This design comes from an exercise in tuning for small area and a short achievable clock period on the open sky130 flow, not from production work.
RTL that was checked went through simulation tests only; none was proved equivalent to the original.
For runs 1 and 2, only the layout was checked, not whether the RTL still works.
No activity file was given, so power comes from the tool's default toggle rates.

## flow/run.sh

```bash
#!/bin/bash
# synth_recipe.tcl (not shown) runs the flow's synth.tcl, then flattens the netlist and writes it again
# the make line also repeats each setting of config.mk as NAME=value (left out here)
make -C /OpenROAD-flow-scripts/flow DESIGN_CONFIG=/design/flow/config.mk WORK_HOME=/design/flow/orfs CLKGATE_MAP_FILE= SYNTH_SCRIPT=/design/flow/synth_recipe.tcl finish
```

## flow/config.mk

```make
export PLATFORM = sky130hd
export DESIGN_NAME = gshare_fetch_predictor
export DESIGN_NICKNAME = gshare_fetch_predictor
export VERILOG_FILES = /design/flow/design.v
export SDC_FILE = /design/flow/constraint.sdc
export NUM_CORES = 4
export LEC_CHECK = 0
export ABC_CLOCK_PERIOD_IN_PS = 3000
export CAP_MARGIN = 20
export CORE_MARGIN = 2
export CORE_UTILIZATION = 40
export SETUP_SLACK_MARGIN = 3.0
export SLEW_MARGIN = 20
```

## flow/constraint.sdc

```tcl
create_clock -name core_clock -period 6.5 [get_ports {clk}]
set_input_delay 1.3000 -clock core_clock [delete_from_list [all_inputs] [get_ports {clk}]]
set_output_delay 1.3000 -clock core_clock [all_outputs]
set_load 0.01 [all_outputs]
```

## flow/design.v

```verilog
module gshare_fetch_predictor #(
    parameter int          HIST_BITS = 5,
    parameter logic [31:0] RESET_PC  = 32'h0000_0000
) (
    input  logic                 clk,
    input  logic                 Reset,
    input  logic                 PC_write,
    input  logic [31:0]          imem_inst,
    output logic [31:0]          pc_out,
    output logic [31:0]          IF_inst,
    output logic [31:0]          nextPC,
    output logic                 prediction,
    output logic [31:0]          branch_target,
    output logic [31:0]          updated_pc_IF,
    output logic [HIST_BITS-1:0] GHPT_index_IF,
    output logic [HIST_BITS-1:0] GHR_IF,
    output logic [HIST_BITS-1:0] G_BTB_index_IF,
    input  logic                 ex_valid,
    input  logic                 ex_taken,
    input  logic [31:0]          ex_target,
    input  logic [31:0]          ex_pc,
    input  logic [HIST_BITS-1:0] ex_GHPT_index,
    input  logic [HIST_BITS-1:0] ex_G_BTB_index,
    input  logic [HIST_BITS-1:0] ex_GHR,
    input  logic                 ex_mispredict,
    input  logic [31:0]          ex_correct_pc
);
    localparam int ENTRIES = 1 << HIST_BITS;
    localparam int TAG_LSB = HIST_BITS + 2;
    localparam int TAG_W   = 32 - TAG_LSB;
    logic [31:0]                     pc_q, pc_d;
    logic [HIST_BITS-1:0]            ghr_q, ghr_d;
    logic [ENTRIES-1:0][1:0]         pht_q;
    logic [ENTRIES-1:0]              btb_vld_q;
    logic [ENTRIES-1:0][TAG_W-1:0]   btb_tag_q;
    logic [ENTRIES-1:0][31:0]        btb_tgt_q;
    logic [31:2]                     npc_q, npc_d;
    logic [ENTRIES-1:0]              sel_q, sel_d;
    logic                            hit_q, hit_d;
    logic                            pred_q, pred_d;
    logic [31:0]                     bt_q, bt_d;
    logic unused_ok;
    assign unused_ok = ^{ex_pc[TAG_LSB-1:0], ex_GHR[HIST_BITS-1]};
    assign nextPC         = {npc_q, pc_q[1:0]};
    assign prediction     = pred_q;
    assign branch_target  = bt_q;
    assign updated_pc_IF  = pred_q ? bt_q : nextPC;
    assign pc_out         = pc_q;
    assign IF_inst        = imem_inst;
    assign GHPT_index_IF  = pc_q[TAG_LSB-1:2] ^ ghr_q;
    assign GHR_IF         = ghr_q;
    assign G_BTB_index_IF = pc_q[TAG_LSB-1:2];
    logic [31:0]        cor_inc, upd_inc;
    logic [ENTRIES-1:0] cor_sel, bt_sel, seq_sel;
    assign cor_inc = ex_correct_pc + 32'd4;
    assign upd_inc = updated_pc_IF + 32'd4;
    always_comb begin
        for (int i = 0; i < ENTRIES; i++) begin
            cor_sel[i] = (ex_correct_pc[TAG_LSB-1:2] == HIST_BITS'(i));
            bt_sel[i]  = (bt_q[TAG_LSB-1:2] == HIST_BITS'(i));
        end
        seq_sel = pred_q ? bt_sel : {sel_q[ENTRIES-2:0], sel_q[ENTRIES-1]};
    end
    always_comb begin
        pc_d  = pc_q;
        npc_d = npc_q;
        sel_d = sel_q;
        ghr_d = ghr_q;
        if (ex_valid && ex_mispredict) begin
            pc_d  = ex_correct_pc;
            npc_d = cor_inc[31:2];
            sel_d = cor_sel;
            ghr_d = {ex_GHR[HIST_BITS-2:0], ex_taken};
        end else if (PC_write) begin
            pc_d  = updated_pc_IF;
            npc_d = upd_inc[31:2];
            sel_d = seq_sel;
            if (hit_q) ghr_d = {ghr_q[HIST_BITS-2:0], pred_q};
        end
    end
    logic                 btb_wr, pht_wr;
    logic [1:0]           ex_cnt, ex_cnt_new;
    assign btb_wr = ex_valid && ex_taken;
    assign pht_wr = ex_valid;
    always_comb begin
        ex_cnt = '0;
        for (int i = 0; i < ENTRIES; i++)
            if (ex_GHPT_index == HIST_BITS'(i)) ex_cnt = pht_q[i];
        ex_cnt_new = ex_cnt;
        if (ex_taken) begin
            if (ex_cnt != 2'b11) ex_cnt_new = ex_cnt + 2'd1;
        end else if (ex_cnt != 2'b00) begin
            ex_cnt_new = ex_cnt - 2'd1;
        end
    end
    logic [HIST_BITS-1:0] nidx, npidx;
    logic [ENTRIES-1:0]   npsel;
    logic [TAG_W-1:0]     tag_rd;
    logic [31:0]          tgt_rd;
    logic                 vld_rd, ctr_rd;
    logic                 btb_byp, pht_byp;
    logic                 hit_rd, hit_ex, ctr_n;
    assign nidx  = pc_d[TAG_LSB-1:2];
    assign npidx = nidx ^ ghr_d;
    always_comb begin
        tag_rd = '0;
        tgt_rd = '0;
        vld_rd = 1'b0;
        ctr_rd = 1'b0;
        for (int i = 0; i < ENTRIES; i++) begin
            npsel[i] = (npidx == HIST_BITS'(i));
            tag_rd = tag_rd | ({TAG_W{sel_d[i]}} & btb_tag_q[i]);
            tgt_rd = tgt_rd | ({32{sel_d[i]}} & btb_tgt_q[i]);
            vld_rd = vld_rd | (sel_d[i] & btb_vld_q[i]);
            ctr_rd = ctr_rd | (npsel[i] & pht_q[i][1]);
        end
    end
    assign btb_byp = btb_wr && (ex_G_BTB_index == nidx);
    assign pht_byp = pht_wr && (ex_GHPT_index == npidx);
    assign hit_rd  = vld_rd && (tag_rd == pc_d[31:TAG_LSB]);
    assign hit_ex  = (ex_pc[31:TAG_LSB] == pc_d[31:TAG_LSB]);
    assign hit_d   = btb_byp ? hit_ex : hit_rd;
    assign ctr_n   = pht_byp ? ex_cnt_new[1] : ctr_rd;
    assign pred_d  = hit_d && ctr_n;
    assign bt_d    = hit_d ? (btb_byp ? ex_target : tgt_rd) : 32'd0;
    always_ff @(posedge clk or posedge Reset) begin
        if (Reset) begin
            pc_q   <= RESET_PC;
            npc_q  <= RESET_PC[31:2] + 30'd1;
            sel_q  <= ENTRIES'(1) << RESET_PC[TAG_LSB-1:2];
            ghr_q  <= '0;
            hit_q  <= 1'b0;
            pred_q <= 1'b0;
            bt_q   <= '0;
        end else begin
            pc_q   <= pc_d;
            npc_q  <= npc_d;
            sel_q  <= sel_d;
            ghr_q  <= ghr_d;
            hit_q  <= hit_d;
            pred_q <= pred_d;
            bt_q   <= bt_d;
        end
    end
    always_ff @(posedge clk or posedge Reset) begin
        if (Reset) begin
            pht_q     <= {ENTRIES{2'b01}};
            btb_vld_q <= '0;
        end else begin
            for (int i = 0; i < ENTRIES; i++) begin
                if (pht_wr && ex_GHPT_index == HIST_BITS'(i)) pht_q[i] <= ex_cnt_new;
                if (btb_wr && ex_G_BTB_index == HIST_BITS'(i)) btb_vld_q[i] <= 1'b1;
            end
        end
    end
    always_ff @(posedge clk) begin
        for (int i = 0; i < ENTRIES; i++) begin
            if (btb_wr && ex_G_BTB_index == HIST_BITS'(i)) begin
                btb_tag_q[i] <= ex_pc[31:TAG_LSB];
                btb_tgt_q[i] <= ex_target;
            end
        end
    end
endmodule
```

==> results_dict.tcl, run 1 <==
set metrics [dict create \
    status "no timing/DRC/antenna violations" \
    wl_met1_mm 114 \
    dieArea_sq_um 201000 \
    filler_cell_count 16200 \
    worstSetupPathType "in2reg" \
    post_drt_wl_per_cell_um 37.0 \
    whs_endpoint "btb_vld_q[23]" \
    clk_pin_slew_ns 0.06 \
    clock_skew_ns 0.0430 \
    whs_ns 0.470 \
    setup_tns_ns 0 \
    dr_wl_met3_mm 39.0 \
    critPathArrivalTime_ns 5.38 \
    clock-sinks 2053 \
    htree_levels 4 \
    max_freq_ghz 0.217 \
    cts_root_buf "clkbuf_16" \
    drtIter0Drc 8474 \
    intPower_mw 22.8 \
    hold_violations 0 \
    area_delta_synth_final_pct 24.2 \
    drt-vias-per-instance 6.39 \
    tightest_slew_ns 1.23 \
    ir_drop_v 0.000229 \
    grt_antenna_before_repair 26 \
    cts_tree "built" \
    powerDensity_nw_per_um2 317 \
    highest_layer "met5" \
    hpwl_mm 167 \
    max-clock-path-buffers 3 \
    min_period_ns 4.60 \
    min_period_over_period_pct 70.8 \
    p_seq_share_pct 48.1 \
    relSlewSlack_pct 18.3 \
    place.port_buffers 252 \
    finalSetupViolations 0 \
    die-width_um 448 \
    nets 5709 \
    numCtsBuffers 202 \
    clkPwrFrac_pct 37.4 \
    crit_fanout 26 \
    first_global_vias 50100 \
    grt_pass1_wl_mm 418 \
    synth_ff_type "edfxtp_1" \
    cp-start-kind "primary input" \
    min_from "btb_vld_q[23]" \
    finalMaxSlewViolations 0 \
    vias 53600 \
    drive_gt1_share_pct 25.2 \
    grt_overflow 0 \
    synth.yosys.warnings 1 \
    synth_cell_type_count 83 \
    dr.pass1.iters 6 \
    combPwrFrac_pct 14.5 \
    endpoint_kind "register" \
    hold_depth 1 \
    synth_nets 4993 \
    worstPathBufferInverterCount 5 \
    power_leakage_nw 33.5 \
    crit_required_ns 7.28 \
    core_area_sq_um 197000 \
    r2r_cells 14 \
    antenna_left 0 \
    switchingPower_mw 8.25 \
    r2r-start "bt_q[2]" \
    seq_area_frac_synth_pct 76.7 \
    grt_max_degree 110 \
    power_mw 31.1 \
    insertion_delay_ns 0.89 \
    cpMaxStageDelayCell "nor4_2" \
    start_util_pct 40.1 \
    met2WireLength_mm 137 \
    num_rows 163 \
    ff2ff_setup_slack_ns 1.93 \
    drc 0 \
    syn_area_sq_um 78900 \
    synth_cells 4843 \
    cap_violations 0 \
    place_congestion 0.932 \
    cp_cell_sequence "bufbuf_16 > a21boi_4 > o221ai_4 > buf_4 > buf_6 > nand3_1 > nand4_1 > nand3b_1 > nor4_2 > xnor2_1 > a2111oi_4 > nand4_1 > o41ai_4 > buf_12 > buf_12 > o211a_1" \
    critical-path-max-stage-delay_ns 0.39 \
    p_sw_share_pct 26.5 \
    synth-edff-count 1824 \
    ys_ff_latch 2053 \
    io_pins 325 \
    grtUsageTotal_pct 30.3 \
    cpLargestDelayFamily "simple AND/OR/NAND/NOR gates" \
    r2r_end "bt_q[27]" \
    rsz0062_at_grt "yes" \
    die_h_um 448 \
    wirelength_mm 310 \
    hold_path.class "reg2reg" \
    async_flop_share_pct 11.2 \
    postSynthAreaPerCell_sq_um 16.3 \
]
==> cell usage after synthesis (all sizes together) (4+ instances only) <==
library cell / n / area [sq um]
o211a: 32 / 320
xnor2: 46 / 403
buf: 189 / 1040
nor4: 73 / 494
nand4: 122 / 763
o2111ai: 19 / 166
nand3b: 10 / 75.1
o32ai: 4 / 35.0
o221ai: 5 / 43.8
nor2b: 6 / 37.5
mux2i: 53 / 531
nor3b: 7 / 52.6
a211oi: 29 / 248
or4: 8 / 60.1
o22ai: 14 / 87.6
inv: 58 / 218
nor2: 161 / 604
or4b: 4 / 40.0
and4: 15 / 131
nand2: 231 / 867
edfxtp: 1824 / 54800
a221oi: 43 / 383
mux2: 101 / 1140
a21oi: 35 / 175
a22oi: 783 / 5880
or3b: 4 / 35.0
nand2b: 41 / 257
nand3: 100 / 505
clkbuf: 136 / 512
xor2: 52 / 455
or2: 40 / 250
o21ai: 78 / 390
dfrtp: 195 / 4880
o2111a: 4 / 45.0
a22o: 57 / 499
dfstp: 34 / 893
nor3: 82 / 457
nand4b: 5 / 43.8
o31ai: 67 / 503
a31oi: 8 / 50.1
and2: 6 / 40.0
or3: 27 / 179
==> state kept, by name (all words and copies together), names as in the netlist <==
signal,count
btb_tgt_q,1024
btb_tag_q,800
pht_q,64
bt_q,32
btb_vld_q,32
pc_q,32
sel_q,32
npc_q,30
ghr_q,5
hit_q,1
pred_q,1
==> worst max-delay path by stage <==
stage | to | slack [ns] | from | cells past startpoint
CTS | bt_q[27] | 2.04 | bt_q[4] | 16
global placement | bt_q[0] | 0.27 | ex_valid | 15
floorplan | pred_q | 2.11 | PC_write | 16
global route | bt_q[27] | 1.92 | bt_q[3] | 16
detailed placement | bt_q[27] | 0.22 | ex_valid | 15
finish | bt_q[27] | 1.90 | PC_write | 16
==> area by class of cell <==
class / instances / area [sq um] / area share, %
Antenna cell: 11 / 27.5 / 0.0281
Clock buffer: 279 / 5570 / 5.68
Clock inverter: 102 / 938 / 0.958
Inverter: 58 / 310 / 0.317
Multi-Input combinational cell: 2420 / 18900 / 19.3
Sequential cell: 2053 / 60600 / 61.8
Tap cell: 2640 / 3300 / 3.37
Timing Repair Buffer: 824 / 8400 / 8.58
==> cell usage in the layout, fill, tap and decap left out, drive strengths merged, types with 9 or more instances in the layout <==
cell,Yosys,final
clkdlybuf4s50,0,182
a211oi,29,29
o22ai,14,14
nor3,82,82
clkinv,0,77
clkbuf,136,297
edfxtp,1824,1824
diode,0,11
dfstp,34,34
o211a,32,32
a221oi,43,43
nor4,73,73
xnor2,46,46
buf,189,613
and2,6,9
clkinvlp,0,9
o21ai,78,78
a22o,57,57
o31ai,67,67
or3,27,34
inv,58,61
a22oi,783,783
mux2i,53,53
nand2,231,231
xor2,52,52
o2111ai,19,19
nand3,100,101
nand4,122,122
bufinv,0,13
nand2b,41,41
a21oi,35,35
nand3b,10,10
or2,40,40
and4,15,15
mux2,101,101
nor2,161,162
dfrtp,195,195
==> power groups by stage <==
stage | sequential, mW | combinational (mW) | clock [mW]
6_report | 15.0 | 4.51 | 11.6
4_1_cts | 15.0 | 4.25 | 11.7
3_5_place_dp | 15.2 | 3.80 | 0
5_1_grt | 15.0 | 4.62 | 12.2
3_3_place_gp | 15.2 | 3.77 | 0
2_1_floorplan | 15.2 | 1.85 | 0
==> worst reg2reg max path, stage by stage, from the launching register on <==
cell and delay, ns:
dfrtp_4 0.60, nand4bb_2 0.44, nor4_2 0.54, or3_4 0.34
buf_6 0.48, a221oi_1 0.23, nand3_1 0.14, nor4_1 0.08
a211oi_2 0.17, buf_4 0.16, nand4_1 0.31, o41ai_4 0.39
buf_12 0.24, buf_12 0.20, o211a_1 0.18
==> timing repair <==
action                                  CTS  global route
gates resized for setup                 396           204
gates cloned                             19             4
setup buffers                           226            82
pin swaps                                97            71
hold buffers                              0             0
hold endpoints to repair                  0             0
endpoints found under the setup margin  465           293
==> kinds of logic (layout without fill, tap and decap cells) <==
logic type,count (synthesis),after routing,synth area share [%]
buffers and inverters,383,1263,2.25
AO/OA/AOI/OAI,1198,1198,11.4
multiplexers,156,156,2.17
flip-flops,2053,2053,76.7
adder cells (fa/ha/maj),3,4,0.0412
other,0,11,0
AND/OR/NAND/NOR,952,964,6.31
XOR/XNOR,98,98,1.09
==> per-layer routing <==
metal	vias up	global-route usage, %
met3	791	6.73
met1	27700	41.1
met4	20	17.0
met2	4067	45.1
li1	21000	-
met5	-	0
==> per-stage QoR <==
stage | util [%] | cell area (sq um) | worst slack (ns) | std cells
after floorplan | - | 79700 | 2.11 | 4843
after global placement | 43.8 | 86300 | 0.272 | 7661
after detailed placement | 43.9 | 86300 | 0.216 | 7663
after CTS | 49.1 | 96700 | 2.04 | 8289
after global routing | 49.8 | 98000 | 1.92 | 8384
final | 49.8 | 98000 | 1.90 | 8387
==> run 2: changes to the inputs <==
--- a/flow/design.v
+++ b/flow/design.v
@@ -39,11 +39,11 @@
     logic                            hit_q, hit_d;
     logic                            pred_q, pred_d;
-    logic [31:0]                     bt_q, bt_d;
+    logic [31:0]                     tgt_q, tgt_d;    
     logic unused_ok;
     assign unused_ok = ^{ex_pc[TAG_LSB-1:0], ex_GHR[HIST_BITS-1]};
     assign nextPC         = {npc_q, pc_q[1:0]};
     assign prediction     = pred_q;
-    assign branch_target  = bt_q;
-    assign updated_pc_IF  = pred_q ? bt_q : nextPC;
+    assign branch_target  = hit_q ? tgt_q : 32'd0;
+    assign updated_pc_IF  = pred_q ? tgt_q : nextPC;
     assign pc_out         = pc_q;
     assign IF_inst        = imem_inst;
@@ -58,5 +58,5 @@
         for (int i = 0; i < ENTRIES; i++) begin
             cor_sel[i] = (ex_correct_pc[TAG_LSB-1:2] == HIST_BITS'(i));
-            bt_sel[i]  = (bt_q[TAG_LSB-1:2] == HIST_BITS'(i));
+            bt_sel[i]  = (tgt_q[TAG_LSB-1:2] == HIST_BITS'(i));
         end
         seq_sel = pred_q ? bt_sel : {sel_q[ENTRIES-2:0], sel_q[ENTRIES-1]};
@@ -123,5 +123,5 @@
     assign ctr_n   = pht_byp ? ex_cnt_new[1] : ctr_rd;
     assign pred_d  = hit_d && ctr_n;
-    assign bt_d    = hit_d ? (btb_byp ? ex_target : tgt_rd) : 32'd0;
+    assign tgt_d   = btb_byp ? ex_target : tgt_rd;
     always_ff @(posedge clk or posedge Reset) begin
         if (Reset) begin
@@ -132,5 +132,4 @@
             hit_q  <= 1'b0;
             pred_q <= 1'b0;
-            bt_q   <= '0;
         end else begin
             pc_q   <= pc_d;
@@ -140,7 +139,7 @@
             hit_q  <= hit_d;
             pred_q <= pred_d;
-            bt_q   <= bt_d;
         end
     end
+    always_ff @(posedge clk) tgt_q <= tgt_d;
     always_ff @(posedge clk or posedge Reset) begin
         if (Reset) begin
--- a/flow/config.mk
+++ b/flow/config.mk
@@ -6,5 +6,4 @@
 export NUM_CORES = 4
 export LEC_CHECK = 0
-export ABC_CLOCK_PERIOD_IN_PS = 3000
 export CAP_MARGIN = 20
 export CORE_MARGIN = 2
==> run 2 against run 1 <==
Compared with the run above: clock-buffer cell count rose by 3; cell count up 4.7%; design area grew 2.4%; core utilization fell by 0.088 points; flip-flop and latch count unchanged; synthesized cell count rose by 8.1%; clock skew up 0.014 ns; critical path depth stayed put; non-clock buffer count increased by 1; sequential power is essentially flat; combinational power grew 5.8%; sequential share of layout area fell by 1.6 points; highest routed layer unchanged.
==> results_dict.tcl, run 2 <==
set metrics [dict create \
    syn_area_sq_um 81100 \
    synth.yosys.warnings 1 \
    place.port_buffers 252 \
    cpLargestDelayFamily "simple AND/OR/NAND/NOR gates" \
    dp_slack_ns 0.118 \
    crit_fanout 8 \
    clk_pin_slew_ns 0.06 \
    critPathArrivalTime_ns 4.79 \
    timing.final.ws_setup_ns 2.44 \
    yosys.area.top_type "edfxtp_1" \
    synth_ff_type "edfxtp_1" \
    cpMaxStageDelayCell "or4_4" \
    synth_nets 5385 \
    ir_drop_v 0.000309 \
    status "no timing/DRC/antenna violations" \
    grt_pass1_wl_mm 448 \
    grt_overflow 0 \
    grt_max_degree 155 \
    synth_top_area_share_pct 67.5 \
    rsz0062_at_grt "yes" \
    core_area_sq_um 202000 \
    dr.pass1.iters 5 \
    multiInputGateArea_sq_um 20900 \
    finalSetupViolations 0 \
    finalMaxSlewViolations 0 \
    endpoint_kind "register" \
    min_period_ns 4.06 \
    min_period_over_period_pct 62.4 \
    post_drt_wl_per_cell_um 38.2 \
    cap_violations 0 \
    setup_tns_ns 0 \
    worstSetupPathType "reg2reg" \
    power_mw 31.4 \
    place_congestion 0.951 \
    cts_hold_buffers 0 \
    clock_skew_ns 0.0573 \
    critical-path-max-stage-delay_ns 0.60 \
    seq_area_frac_synth_pct 74.5 \
    synth_cell_type_count 96 \
    hold_violations 0 \
    worstPathBufferInverterCount 6 \
    fin_util_pct 49.7 \
    regMostFlops "btb_tgt_q" \
    top_regs "btb_tgt_q (1024), btb_tag_q (800), pht_q (64)" \
    filler_cell_count 16900 \
    antenna_left 0 \
    io_pins 325 \
    power_leakage_nw 34.4 \
    postSynthAreaPerCell_sq_um 15.5 \
    cts_tree "built" \
    largest_reg_flops 1024 \
    num_rows 165 \
    relSlewSlack_pct 19.4 \
    crit_required_ns 7.23 \
    htree_levels 4 \
    hpwl_mm 189 \
    synth-edff-count 1824 \
    cp_cell_sequence "buf_12 > buf_12 > buf_16 > nand2b_4 > a211oi_2 > buf_6 > nor3_4 > buf_6 > o2111ai_2 > or4_4 > o21a_1 > o211ai_1 > and4bb_1 > nand4_1 > buf_4 > a22oi_2" \
    nets 6063 \
    powerDensity_nw_per_um2 313 \
    die_h_um 454 \
    synthMostInstantiatedCell "edfxtp_1" \
    die-width_um 454 \
    hold_path.class "reg2reg" \
    async_flop_share_pct 9.60 \
    seq_area_sq_um 60400 \
    start_util_pct 40.2 \
    numCtsBuffers 205 \
    mostFrequentLayoutCells "edfxtp_1 (1824), a22oi_1 (584), buf_4 (390)" \
    cp-start-kind "register" \
    drive_gt1_share_pct 24.1 \
    vias 57400 \
    dieArea_sq_um 206000 \
    max_freq_ghz 0.246 \
    ys_ff_latch 2053 \
    clock-sinks 2053 \
    area_delta_synth_final_pct 23.8 \
    max-clock-path-buffers 3 \
    drc 0 \
    tightest_slew_ns 1.20 \
    final_common_cell "edfxtp_1" \
    synth_cells 5235 \
    drtIter0Drc 9530 \
    synth_commonest_cells "edfxtp_1 (1824), a22oi_1 (585), o31ai_1 (288), nand2_1 (255), nand3_1 (199)" \
    first_global_vias 54100 \
    drt-vias-per-instance 6.54 \
    wirelength_mm 336 \
    grtUsageTotal_pct 31.5 \
    insertion_delay_ns 0.90 \
    cts_root_buf "clkbuf_16" \
    grt_antenna_before_repair 34 \
    synth_area_leaders "edfxtp_1 (68%), a22oi_1 (5.4%), dfrtp_1 (5.0%)" \
]
[run 2: power breakdown]
group / internal, mW / switching (mW) / leakage, nW
Clock: 6.36 / 5.24 / 3.17
Combinational: 1.68 / 3.10 / 12.2
Sequential: 14.7 / 0.278 / 19.1
Total: 22.8 / 8.62 / 34.4
[run 2: per-layer routing]
metal	vias to the layer above	global-route usage, %	part of all wire (%)
li1	22400	-	-
met1	29200	40.0	35
met3	1137	7.92	13
met5	-	0	0.044
met4	24	22.1	8.5
met2	4569	47.4	44
[run 2: area by class of cell]
type                       count  area share, %
clock buffer                 282           5.55
multi-input combinational   2687           20.9
inverter                     141          0.582
tap                         2672           3.33
timing repair buffer         825           8.48
clock inverter               103          0.954
antenna                       17         0.0424
sequential                  2053           60.2
[run 2: cell families (layout without fill, tap and decap cells)]
family	after synthesis	after routing	synth area share [%]
buffers and inverters	503	1351	2.88
AND/OR/NAND/NOR	1118	1125	7.28
flip-flops	2053	2053	74.5
XOR/XNOR	76	77	0.821
multiplexers	140	140	1.91
AO/OA/AOI/OAI	1343	1343	12.6
other	0	17	0
adder cells (fa/ha/maj)	2	2	0.0278
[run 2: worst paths after layout]
| check | start | endpoint | slack [ns] | cells after the start |
|---|---|---|---|---|
| hold / removal | btb_vld_q[11] | btb_vld_q[11] | 0.47 | 1 |
| setup reg to reg | pred_q | pred_q | 2.44 | 16 |
| min in group asynchronous | Reset | ghr_q[2] | 0.97 | 3 |
| hold reg to reg | btb_vld_q[11] | btb_vld_q[11] | 0.47 | 1 |
| setup / recovery | pred_q | pred_q | 2.44 | 16 |
| max in group asynchronous | Reset | pht_q[26] | 4.41 | 4 |
[run 2: repair_timing]
action                                  CTS  global route
endpoints found under the setup margin  656           160
buffers inserted                        136            89
pin swaps                                75            51
cloned                                   20             5
endpoints found under the hold margin     0             0
gates resized for setup                 505           192
[run 2: worst reg2reg max path: cells and delay by family, from the launching register on]
family	cells	cell delay, ns
AOI/OAI and AO/OA	5	1.04
buffers and inverters	6	0.95
DFF	1	0.47
and+or+nand+nor	5	1.47
[run 2: per-stage QoR]
stage                     hold slack, ns  instances  instance area, sq um
after detailed placement           0.455       8128                 89000
after global placement             0.451       8124                 88900
after CTS                          0.471       8669                 98700
after floorplan                    0.440       5235                 81600
after global routing               0.484       8769                100000
final                              0.471       8780                100000
==> run 3: changes to the inputs <==
--- a/flow/design.v
+++ b/flow/design.v
@@ -96,7 +96,6 @@
     logic [HIST_BITS-1:0] nidx, npidx;
     logic [ENTRIES-1:0]   npsel;
-    logic [TAG_W-1:0]     tag_rd;
     logic [31:0]          tgt_rd;
-    logic                 vld_rd, ctr_rd;
+    logic                 ctr_rd;
     logic                 btb_byp, pht_byp;
     logic                 hit_rd, hit_ex, ctr_n;
@@ -104,19 +103,32 @@
     assign npidx = nidx ^ ghr_d;
     always_comb begin
-        tag_rd = '0;
-        tgt_rd = '0;
-        vld_rd = 1'b0;
         ctr_rd = 1'b0;
         for (int i = 0; i < ENTRIES; i++) begin
             npsel[i] = (npidx == HIST_BITS'(i));
-            tag_rd = tag_rd | ({TAG_W{sel_d[i]}} & btb_tag_q[i]);
-            tgt_rd = tgt_rd | ({32{sel_d[i]}} & btb_tgt_q[i]);
-            vld_rd = vld_rd | (sel_d[i] & btb_vld_q[i]);
             ctr_rd = ctr_rd | (npsel[i] & pht_q[i][1]);
         end
     end
+    logic [TAG_W-1:0] tag_rdn;
+    logic [31:0]      tgt_rdn;
+    logic             vld_rdn;
+    for (genvar b = 0; b < TAG_W; b++) begin : g_tag
+        logic [ENTRIES-1:0] col;
+        for (genvar i = 0; i < ENTRIES; i++) begin : g_e
+            assign col[i] = btb_tag_q[i][b];
+        end
+        btb_col_rd u_rd (.sel(sel_d), .d(col), .yn(tag_rdn[b]));
+    end
+    for (genvar b = 0; b < 32; b++) begin : g_tgt
+        logic [ENTRIES-1:0] col;
+        for (genvar i = 0; i < ENTRIES; i++) begin : g_e
+            assign col[i] = btb_tgt_q[i][b];
+        end
+        btb_col_rd u_rd (.sel(sel_d), .d(col), .yn(tgt_rdn[b]));
+    end
+    btb_col_rd u_vld_rd (.sel(sel_d), .d(btb_vld_q), .yn(vld_rdn));
+    assign tgt_rd = ~tgt_rdn;
+    tag_hit u_hit (.rdn(tag_rdn), .pc(pc_d[31:TAG_LSB]), .vldn(vld_rdn), .hit(hit_rd));
     assign btb_byp = btb_wr && (ex_G_BTB_index == nidx);
     assign pht_byp = pht_wr && (ex_GHPT_index == npidx);
-    assign hit_rd  = vld_rd && (tag_rd == pc_d[31:TAG_LSB]);
     assign hit_ex  = (ex_pc[31:TAG_LSB] == pc_d[31:TAG_LSB]);
     assign hit_d   = btb_byp ? hit_ex : hit_rd;
@@ -162,2 +174,62 @@
     end
 endmodule
+module btb_col_rd (
+    input  logic [31:0] sel,
+    input  logic [31:0] d,
+    output logic        yn
+);
+    logic [3:0]  g;
+    for (genvar m = 0; m < 4; m++) begin : g_g
+        rd8 u (.sel(sel[8*m +: 8]), .d(d[8*m +: 8]), .y(g[m]));
+    end
+    cell_nor4 u_o (.a(g[0]), .b(g[1]), .c(g[2]), .d(g[3]), .y(yn));
+endmodule
+module rd8 (
+    input  logic [7:0] sel,
+    input  logic [7:0] d,
+    output logic       y
+);
+    assign y = ~(~((sel[0] & d[0]) | (sel[1] & d[1])) & ~((sel[2] & d[2]) | (sel[3] & d[3])) &
+                 ~((sel[4] & d[4]) | (sel[5] & d[5])) & ~((sel[6] & d[6]) | (sel[7] & d[7])));
+endmodule
+module tag_hit (
+    input  logic [24:0] rdn,
+    input  logic [24:0] pc,
+    input  logic        vldn,
+    output logic        hit
+);
+    logic [27:0] miss;
+    logic [6:0]  ok;
+    logic [1:0]  bad;
+    for (genvar b = 0; b < 25; b++) begin : g_x
+        cell_xnor2 u (.a(rdn[b]), .b(pc[b]), .y(miss[b]));
+    end
+    assign miss[25] = vldn;
+    assign miss[26] = 1'b0;
+    assign miss[27] = 1'b0;
+    for (genvar m = 0; m < 6; m++) begin : g_o
+        cell_nor4 u (.a(miss[4*m]), .b(miss[4*m+1]), .c(miss[4*m+2]), .d(miss[4*m+3]), .y(ok[m]));
+    end
+    cell_nor2 u_o6 (.a(miss[24]), .b(miss[25]), .y(ok[6]));
+    cell_nand4 u_b0 (.a(ok[0]), .b(ok[1]), .c(ok[2]), .d(ok[3]), .y(bad[0]));
+    cell_nand3 u_b1 (.a(ok[4]), .b(ok[5]), .c(ok[6]), .y(bad[1]));
+    cell_nor2 u_h (.a(bad[0]), .b(bad[1]), .y(hit));
+endmodule
+module cell_aoi22 (input logic a1, a2, b1, b2, output logic y);
+    assign y = ~((a1 & a2) | (b1 & b2));
+endmodule
+module cell_nand4 (input logic a, b, c, d, output logic y);
+    assign y = ~(a & b & c & d);
+endmodule
+module cell_nand3 (input logic a, b, c, output logic y);
+    assign y = ~(a & b & c);
+endmodule
+module cell_nor4 (input logic a, b, c, d, output logic y);
+    assign y = ~(a | b | c | d);
+endmodule
+module cell_nor2 (input logic a, b, output logic y);
+    assign y = ~(a | b);
+endmodule
+module cell_xnor2 (input logic a, b, output logic y);
+    assign y = ~(a ^ b);
+endmodule
--- a/flow/config.mk
+++ b/flow/config.mk
@@ -11,2 +11,3 @@
 export SETUP_SLACK_MARGIN = 3.0
 export SLEW_MARGIN = 20
+export SYNTH_HIERARCHICAL = 1
==> run 3 against run 2 <==
Compared with the run above: highest routed layer unchanged; still clean; fmax fell by 2.5%; core utilization rose by 0.11 points; hold slack barely moved; design area fell by 4.4%; non-clock buffer count fell by 125; sequential share of layout area rose by 2.8 points; combinational power fell by 11%.
==> results_dict.tcl, run 3 <==
set metrics [dict create \
    insertion_delay_ns 0.86 \
    ys_ff_latch 2053 \
    synth_area_leaders "edfxtp_1 (71%), a22oi_1 (9.0%), dfrtp_1 (5.3%)" \
    cp-start-kind "primary input" \
    drc 0 \
    drtIter0Drc 7542 \
    layout.cell_area.non_filler_sq_um 95900 \
    hold_depth 1 \
    min_period_over_period_pct 64.0 \
    place_congestion 0.879 \
    first_global_vias 47000 \
    worstSetupPathType "in2reg" \
    dr.pass1.iters 6 \
    status "no timing/DRC/antenna violations" \
    cap_violations 0 \
    met1_usage_pct 34.8 \
    antenna_left 0 \
    async_flop_share_pct 9.60 \
    cts_hold_buffers 0 \
    critPathArrivalTime_ns 4.94 \
    grt_antenna_before_repair 21 \
    io_pins 325 \
    globalRouteMet3Util_pct 4.91 \
    finalSetupViolations 0 \
    regMostFlops "btb_tgt_q" \
    setup_tns_ns 0 \
    ir_drop_v 0.000295 \
    hold_path.class "reg2reg" \
    crit_start "ex_correct_pc[4]" \
    yosys.area.top_type "edfxtp_1" \
    largest_reg_flops 1024 \
    relSlewSlack_pct 19.1 \
    dieArea_sq_um 197000 \
    clock_skew_ns 0.0286 \
    area_delta_synth_final_pct 23.8 \
    dp.cells 7405 \
    power_leakage_nw 31.7 \
    start_util_pct 40.2 \
    hold_violations 0 \
    endpoint_kind "register" \
    drt-vias-per-instance 6.22 \
    cts_tree "built" \
    clk_pin_slew_ns 0.06 \
    whs_ns 0.470 \
    die_h_um 444 \
    clock-sinks 2053 \
    synth.yosys.warnings 7 \
    max_freq_ghz 0.240 \
    fin_util_pct 49.8 \
    whs_endpoint "btb_vld_q[17]" \
    core_area_sq_um 193000 \
    synth_ff_type "edfxtp_1" \
    ff2ff_setup_slack_ns 2.37 \
    max-clock-path-buffers 3 \
    seq_area_frac_synth_pct 77.9 \
    postSynthAreaPerCell_sq_um 17.1 \
    wirelength_mm 275 \
    met2_usage_pct 41.7 \
    synth_cell_type_count 77 \
    r2r_end "pred_q" \
    grt_pass1_wl_mm 367 \
    numCtsBuffers 203 \
    synth_nets 4676 \
    grt_most_used_layer "met2" \
    min_period_ns 4.16 \
    grtUsageTotal_pct 26.5 \
    cpLargestDelayFamily "simple AND/OR/NAND/NOR gates" \
    finalNonFillerCells 8012 \
    r2r_cells 16 \
    top_regs "btb_tgt_q (1024), btb_tag_q (800), pht_q (64)" \
    mostFrequentLayoutCells "edfxtp_1 (1824), a22oi_1 (905), buf_4 (290)" \
    syn_area_sq_um 77500 \
    tightest_slew_ns 1.20 \
    crit_fanout 23 \
    synthMostInstantiatedCell "edfxtp_1" \
    post_drt_wl_per_cell_um 34.3 \
    final_common_cell "edfxtp_1" \
    place.port_buffers 252 \
    grt_max_degree 104 \
    min_from "btb_vld_q[17]" \
    synth_top_area_share_pct 70.7 \
    grt_overflow 0 \
    synth-edff-count 1824 \
    hpwl_mm 155 \
    synth_commonest_cells "edfxtp_1 (1824), a22oi_1 (932), nand4_1 (241), dfrtp_1 (163), nor2_1 (142)" \
    drive_gt1_share_pct 22.9 \
    rsz0062_at_grt "yes" \
    crit_required_ns 7.28 \
    r2r-start "tgt_q[2]" \
    nets 5452 \
    synth_cells 4526 \
    dpl_cell_area_sq_um 85600 \
    cts_root_buf "clkbuf_16" \
    worstPathBufferInverterCount 3 \
    critical-path-max-stage-delay_ns 0.44 \
    cp_cell_sequence "clkdlybuf4s18_2 > or3b_4 > o22ai_4 > buf_12 > buf_12 > a22oi_1 > nand4_1 > nor4_4 > xnor2_2 > nor4_4 > nand4_1 > nor2_1 > mux2_4 > o2111a_1" \
    die-width_um 444 \
    cpMaxStageDelayCell "or3b_4" \
    finalMaxSlewViolations 0 \
    num_rows 161 \
    powerDensity_nw_per_um2 322 \
    vias 49800 \
    htree_levels 4 \
]
run 3: cell types whose count changed after synthesis, sizes merged, moves of 106 or more:
cell	change
a22oi	+346
buf	-120
clkbuf	-106
nand2	-140
nand3	-167
nand4	+154
o31ai	-286
run 3: layout make-up:
class / instances / area (sq um)
Antenna cell: 8 / 20.0
Clock buffer: 270 / 5570
Fill cell: 15800 / 96600
Clock inverter: 111 / 1070
Inverter: 64 / 256
Multi-Input combinational cell: 2280 / 17800
Tap cell: 2526 / 3160
Sequential cell: 2053 / 60400
Timing Repair Buffer: 700 / 7590
run 3: modules after synthesis, one instance, submodules excluded, excerpt:
module                  flip-flops and latches  cells  copies in the design  cell area (sq um)
gshare_fetch_predictor                    2053   3273                     1              68000
rd8                                          0      5                   232               36.3
cell_nor4                                    0      1                    64               12.5
cell_nand3                                   0      1                     1               5.00
cell_nand4                                   0      1                     1               6.26
cell_nor2                                    0      1                     2               3.75
cell_xnor2                                   0      1                    25               8.76
run 3: worst max-delay path by stage:
stage | to | slack (ns) | depth (start not counted)
floorplan | pred_q | 1.79 | 18
global placement | pred_q | 0.57 | 14
detailed placement | pred_q | 0.51 | 14
CTS | pred_q | 2.49 | 15
global route | npc_q[31] | 2.37 | 15
finish | pred_q | 2.34 | 14
run 3: metrics by stage:
step / setup slack (ns) / total power, mW
2_1_floorplan: 1.79 / 16.9
3_3_place_gp: 0.567 / 18.8
3_5_place_dp: 0.506 / 18.9
4_1_cts: 2.49 / 30.7
5_1_grt: 2.37 / 31.7
6_report: 2.34 / 30.9
run 3: timing repair:
| action | CTS | global route |
|---|---|---|
| pin swaps | 66 | 88 |
| endpoints found under the setup margin | 839 | 474 |
| cloned | 15 | 18 |
| endpoints found under the hold margin | 0 | 0 |
| gates resized for setup | 372 | 185 |
| buffers inserted | 120 | 65 |
run 3: report_power, final:
group          switching (mW)  internal [mW]  leakage, nW  total (mW)
clock network            5.04           6.66         3.22        11.7
registers               0.258           14.7         19.0        15.0
logic                    2.65           1.58         9.39        4.23
total                    7.95           23.0         31.7        30.9
run 3: cell families (layout without fill, tap and decap cells):
group           after synthesis  count (layout)  synth area share [%]
fa+ha+maj                     2               2                0.0291
other cells                   0               8                     0
flops                      2053            2053                  77.9
buf+inv                     200            1145                  1.22
mux                         152             152                  2.15
xor+xnor                    104             104                  1.18
compound gates             1255            1255                  11.6
simple gates                760             767                  5.86
run 3: metal layers:
| metal | routed length, um | share of wire [%] |
|---|---|---|
| met3 | 29400 | 11 |
| met4 | 17400 | 6.3 |
| met5 | 29 | 0.011 |
| met1 | 101000 | 37 |
| met2 | 127000 | 46 |

## port drivers added, routing unchanged
How much do the figures lean on ideal ports? The routed layouts below were timed once more, with nothing changed but the port constraints. Step 1: set_driving_cell puts a clkbuf_16 on clk and a buf_2 on each other input, an assumption about the parent block. Step 2 times the ports against the registers' clock, not the clock port: input delays grow and output delays shrink by t, the midpoint of the rising clock arrivals with the driver on. Slacks: ideal / step 1 / step 2; pairs: ideal / step 1.
run | t (ns) | slack for setup (ns) | clock arrival spread, ns | worst register clock-pin slew, ns | worst slew at a driven data input, ns
run 1 | 0.942 | 1.898 / 1.842 / 0.900 | 0.065 / 0.064 | 0.07 / 0.07 | 0.19
run 2 | 0.948 | 2.443 / 2.283 / 1.335 | 0.086 / 0.086 | 0.07 / 0.07 | 0.41
run 3 | 0.933 | 2.338 / 2.371 / 1.464 | 0.033 / 0.033 | 0.07 / 0.07 | 0.16
After both steps every run listed still meets setup and hold. For run 2, which loses most, drivers alone change the setup slack by -0.160 ns; drivers and shift together by -1.108 ns.
